From an optimization exercise on the open Yosys and OpenROAD flow, aimed at small area, a short achievable clock period and few clock cycles; shortcuts taken in it are not production practice. Power figures rest on the tool's default switching activity, not on a simulated workload.

==> module aesKeyExpansionApb, before the edit <==
module aesKeyExpansionApb (
    input  logic                 clk,
    input  logic                 reset,
    input  logic                 psel,
    input  logic                 penable,
    input  logic                 pwrite,
    input  logic [aesKeyPkg::addrWidth-1:0] paddr,
    input  logic [aesKeyPkg::wordWidth-1:0] pwdata,
    output logic [aesKeyPkg::wordWidth-1:0] prdata,
    output logic                 pready,
    output logic                 pslverr
);
    logic       setup;
    logic       isKey;
    logic       isCtrl;
    logic       isStatus;
    logic       isRk;
    logic       rkPage;
    logic       rkValid;
    logic       rkRead;
    logic       errIn;
    logic [3:0] tgtIn;
    assign setup = psel & ~penable;
    assign isKey = (paddr[11:4] == 8'h00) & (paddr[1:0] == 2'b00);
    assign isCtrl = (paddr == aesKeyPkg::ctrlAddr);
    assign isStatus = (paddr == aesKeyPkg::statusAddr);
    assign isRk = (paddr[11:8] != 4'h0);
    assign rkPage = (paddr[11:8] == 4'h1);
    assign tgtIn = paddr[7:4];
    assign rkValid = rkPage & (tgtIn <= 4'd10);
    assign rkRead = ~pwrite & rkValid;
    assign errIn = ~(isKey | isCtrl | isStatus | isRk) | (~pwrite & isRk & ~rkValid);
    logic [31:0] key0, key1, key2, key3;   
    logic [31:0] w0, w1, w2, w3;           
    logic [31:0] n1, n2, n3;
    logic [3:0]  cur;                      
    logic [3:0]  nbr;                      
    logic        down;                     
    logic        half;                     
    logic [3:0]  tgt;                      
    logic        done;
    logic [2:0]  tcnt;                     
    logic [31:0] tword;
    logic        readyReg;
    logic        errReg;
    logic [3:0]  keyWr;                    
    logic        startPend;                
    logic [31:0] rdata;                    
    logic       tval;
    logic       waiting;
    logic       wantDown;
    logic       stepSetup;
    logic       stepWait;
    logic       flip;
    logic       stepA;
    logic       newDown;
    assign tval = (tcnt == 3'd5);
    assign waiting = ~readyReg;
    assign wantDown = (tgt < cur);
    assign stepSetup = setup & rkRead & (paddr[3:2] == 2'd0) & tval & (tgtIn == nbr);
    assign stepWait = waiting & ~half & tval & (wantDown == down);
    assign flip = waiting & ~half & (wantDown != down);
    assign stepA = stepSetup | stepWait;
    assign newDown = (cur == 4'd10) ? 1'b1 : (cur == 4'd0) ? 1'b0 : down;
    always_ff @(posedge clk) begin
        if (reset) begin
            cur <= 4'd0;
            nbr <= 4'd1;
            down <= 1'b0;
            half <= 1'b0;
            done <= 1'b0;
            readyReg <= 1'b1;
            tcnt <= 3'd0;
            keyWr <= 4'd0;
            startPend <= 1'b0;
        end else begin
            if (startPend) begin
                cur <= 4'd0;
                nbr <= 4'd1;
                down <= 1'b0;
                half <= 1'b0;
                done <= 1'b1;
            end else if (half) begin
                half <= 1'b0;
                down <= newDown;
                nbr <= newDown ? cur - 4'd1 : cur + 4'd1;
            end else if (stepA) begin
                half <= 1'b1;
                cur <= nbr;
            end else if (flip) begin
                down <= ~down;
                nbr <= down ? cur + 4'd1 : cur - 4'd1;
            end
            if (startPend | half | flip) begin
                tcnt <= 3'd0;
            end else if (~tval) begin
                tcnt <= tcnt + 3'd1;
            end
            if (setup) begin
                readyReg <= ~rkRead | (tgtIn == cur) | stepSetup;
            end else if (waiting) begin
                readyReg <= ~half & (cur == tgt);
            end
            keyWr <= '0;
            startPend <= 1'b0;
            if (setup & pwrite & isKey) begin
                keyWr[paddr[3:2]] <= 1'b1;
            end
            if (setup & pwrite & isCtrl & pwdata[0]) begin
                startPend <= 1'b1;
            end
        end
    end
    always_ff @(posedge clk) begin
        if (setup) begin
            tgt <= tgtIn;
            errReg <= errIn;
        end
    end
    always_ff @(posedge clk) begin
        if (keyWr[0]) key0 <= pwdata;
        if (keyWr[1]) key1 <= pwdata;
        if (keyWr[2]) key2 <= pwdata;
        if (keyWr[3]) key3 <= pwdata;
    end
    roundKeyGen keyGen (
        .newW0 (w0),
        .w1    (w1),
        .w2    (w2),
        .w3    (w3),
        .tword (tword),
        .down  (down),
        .n1    (n1),
        .n2    (n2),
        .n3    (n3)
    );
    always_ff @(posedge clk) begin
        if (startPend) begin
            w0 <= key0;
        end else if (stepA) begin
            w0 <= w0 ^ tword;
        end
        if (startPend) begin
            w1 <= key1;
            w2 <= key2;
            w3 <= key3;
        end else if (half) begin
            w1 <= n1;
            w2 <= n2;
            w3 <= n3;
        end
    end
    logic [31:0] xword;
    logic [7:0]  sboxIn;
    logic [21:0] sboxMid;
    logic [21:0] sboxMidReg;
    logic [7:0]  sboxOut;
    logic [3:0]  rconIdx;
    logic [7:0]  rcon;
    assign xword = down ? (w3 ^ w2) : w3;
    always_comb begin
        case (tcnt[1:0])
            2'd0: sboxIn = xword[23:16];
            2'd1: sboxIn = xword[15:8];
            2'd2: sboxIn = xword[7:0];
            default: sboxIn = xword[31:24];
        endcase
    end
    aesSboxTop sboxTop (
        .in  (sboxIn),
        .mid (sboxMid)
    );
    always_ff @(posedge clk) begin
        sboxMidReg <= sboxMid;
    end
    aesSboxBot sboxBot (
        .mid (sboxMidReg),
        .out (sboxOut)
    );
    assign rconIdx = down ? cur : nbr;
    always_comb begin
        case (rconIdx)
            4'd1: rcon = 8'h01;
            4'd2: rcon = 8'h02;
            4'd3: rcon = 8'h04;
            4'd4: rcon = 8'h08;
            4'd5: rcon = 8'h10;
            4'd6: rcon = 8'h20;
            4'd7: rcon = 8'h40;
            4'd8: rcon = 8'h80;
            4'd9: rcon = 8'h1b;
            4'd10: rcon = 8'h36;
            default: rcon = 8'h00;
        endcase
    end
    always_ff @(posedge clk) begin
        case (tcnt)
            3'd1: tword[31:24] <= sboxOut ^ rcon;
            3'd2: tword[23:16] <= sboxOut;
            3'd3: tword[15:8] <= sboxOut;
            3'd4: tword[7:0] <= sboxOut;
            default: ;
        endcase
    end
    logic [31:0] rkW0;
    logic [31:0] rkWord;
    logic [31:0] keyWord;
    assign rkW0 = (tgtIn == cur) ? w0 : (w0 ^ tword);
    always_comb begin
        case (paddr[3:2])
            2'd0: rkWord = rkW0;
            2'd1: rkWord = w1;
            2'd2: rkWord = w2;
            default: rkWord = w3;
        endcase
        case (paddr[3:2])
            2'd0: keyWord = key0;
            2'd1: keyWord = key1;
            2'd2: keyWord = key2;
            default: keyWord = key3;
        endcase
    end
    always_ff @(posedge clk) begin
        if (paddr[8]) begin
            rdata <= rkWord;
        end else if (~paddr[4]) begin
            rdata <= keyWord;
        end else begin
            rdata <= {30'h0, paddr[2] & done, 1'b0};
        end
    end
    assign prdata = rdata;
    assign pready = readyReg;
    assign pslverr = errReg;
endmodule
make LEC_CHECK=0 CAP_MARGIN=20 CORE_MARGIN=2 CORE_UTILIZATION=40 SETUP_SLACK_MARGIN=4.5 SLEW_MARGIN=20 finish   # period 8.0 ns
run.sh (not shown) runs the stock make flow with config.mk's settings and CLKGATE_MAP_FILE= SYNTH_SCRIPT=/design/flow/synth_recipe.tcl, a recipe that flattens the netlist after the stock synthesis.
The first run finished with timing, DRC and antenna clean.
Then changed:
--- a/flow/design.v
+++ b/flow/design.v
@@ -251,5 +251,7 @@
     logic [3:0]  keyWr;                    
     logic        startPend;                
-    logic [31:0] rdata;                    
+    logic [3:0]  selKey;
+    logic [3:0]  selRk;
+    logic        selStat;
     logic       tval;
     logic       waiting;
@@ -304,6 +306,6 @@
             if (setup) begin
                 readyReg <= ~rkRead | (tgtIn == cur) | stepSetup;
-            end else if (waiting) begin
-                readyReg <= ~half & (cur == tgt);
+            end else if (half & waiting) begin
+                readyReg <= (cur == tgt);
             end
             keyWr <= '0;
@@ -321,4 +323,9 @@
             tgt <= tgtIn;
             errReg <= errIn;
+            for (int k = 0; k < 4; k++) begin
+                selKey[k] <= ~pwrite & isKey & (paddr[3:2] == 2'(k));
+                selRk[k] <= rkRead & (paddr[3:2] == 2'(k));
+            end
+            selStat <= ~pwrite & isStatus;
         end
     end
@@ -408,32 +415,9 @@
         endcase
     end
-    logic [31:0] rkW0;
-    logic [31:0] rkWord;
-    logic [31:0] keyWord;
-    assign rkW0 = (tgtIn == cur) ? w0 : (w0 ^ tword);
-    always_comb begin
-        case (paddr[3:2])
-            2'd0: rkWord = rkW0;
-            2'd1: rkWord = w1;
-            2'd2: rkWord = w2;
-            default: rkWord = w3;
-        endcase
-        case (paddr[3:2])
-            2'd0: keyWord = key0;
-            2'd1: keyWord = key1;
-            2'd2: keyWord = key2;
-            default: keyWord = key3;
-        endcase
-    end
-    always_ff @(posedge clk) begin
-        if (paddr[8]) begin
-            rdata <= rkWord;
-        end else if (~paddr[4]) begin
-            rdata <= keyWord;
-        end else begin
-            rdata <= {30'h0, paddr[2] & done, 1'b0};
-        end
-    end
-    assign prdata = rdata;
+    assign prdata = ({32{selKey[0]}} & key0) | ({32{selKey[1]}} & key1) |
+                    ({32{selKey[2]}} & key2) | ({32{selKey[3]}} & key3) |
+                    ({32{selRk[0]}} & w0) | ({32{selRk[1]}} & w1) |
+                    ({32{selRk[2]}} & w2) | ({32{selRk[3]}} & w3) |
+                    {30'h0, selStat & done, 1'b0};
     assign pready = readyReg;
     assign pslverr = errReg;
The new run completed without violations.
Sequential power is lower by about 6%.
Die area is lower by 5.9%.
First-iteration DRC count is higher by 47%.
Synthesized cell count is lower by 5.9%.
Setup slack gets worse by 100 ps.
Sequential share of layout area is about the same.
Via count is higher by 0.60%.
Core utilization is higher by 1.6 points.
Power is lower by 6.3%.
Final cell count is lower by 5.3%.
No functional check of the RTL was part of any run of this note.

-- separate check: timing with driven ports --
In the flow no input, the clock included, has a driving cell. The finished layouts below were timed again as built, in two steps.
Step 1 (the two cells are an assumption about what drives the block):
set clk [get_ports {clk}]
set_driving_cell -lib_cell sky130_fd_sc_hd__clkbuf_16 $clk
set_driving_cell -lib_cell sky130_fd_sc_hd__buf_2 [delete_from_list [all_inputs] $clk]
Step 2 also shifts input and output timing later by t, the mid clock arrival at the registers, as if the neighbouring blocks saw the same clock.
Slacks: no drivers / after step 1 / after step 2; pairs: no drivers / after step 1.
| run | t (ns) | slack for setup (ns) | cell pins on the clock port's net |
|---|---|---|---|
| the first run | 0.616 | 4.506 / 4.506 / 3.987 | 1 |
| the second run | 0.601 | 4.407 / 4.349 / 4.031 | 1 |
After both steps setup and hold are still met in every run listed. For the first run, which loses most, drivers alone change the setup slack by 0.000 ns; drivers and shift together by -0.519 ns.
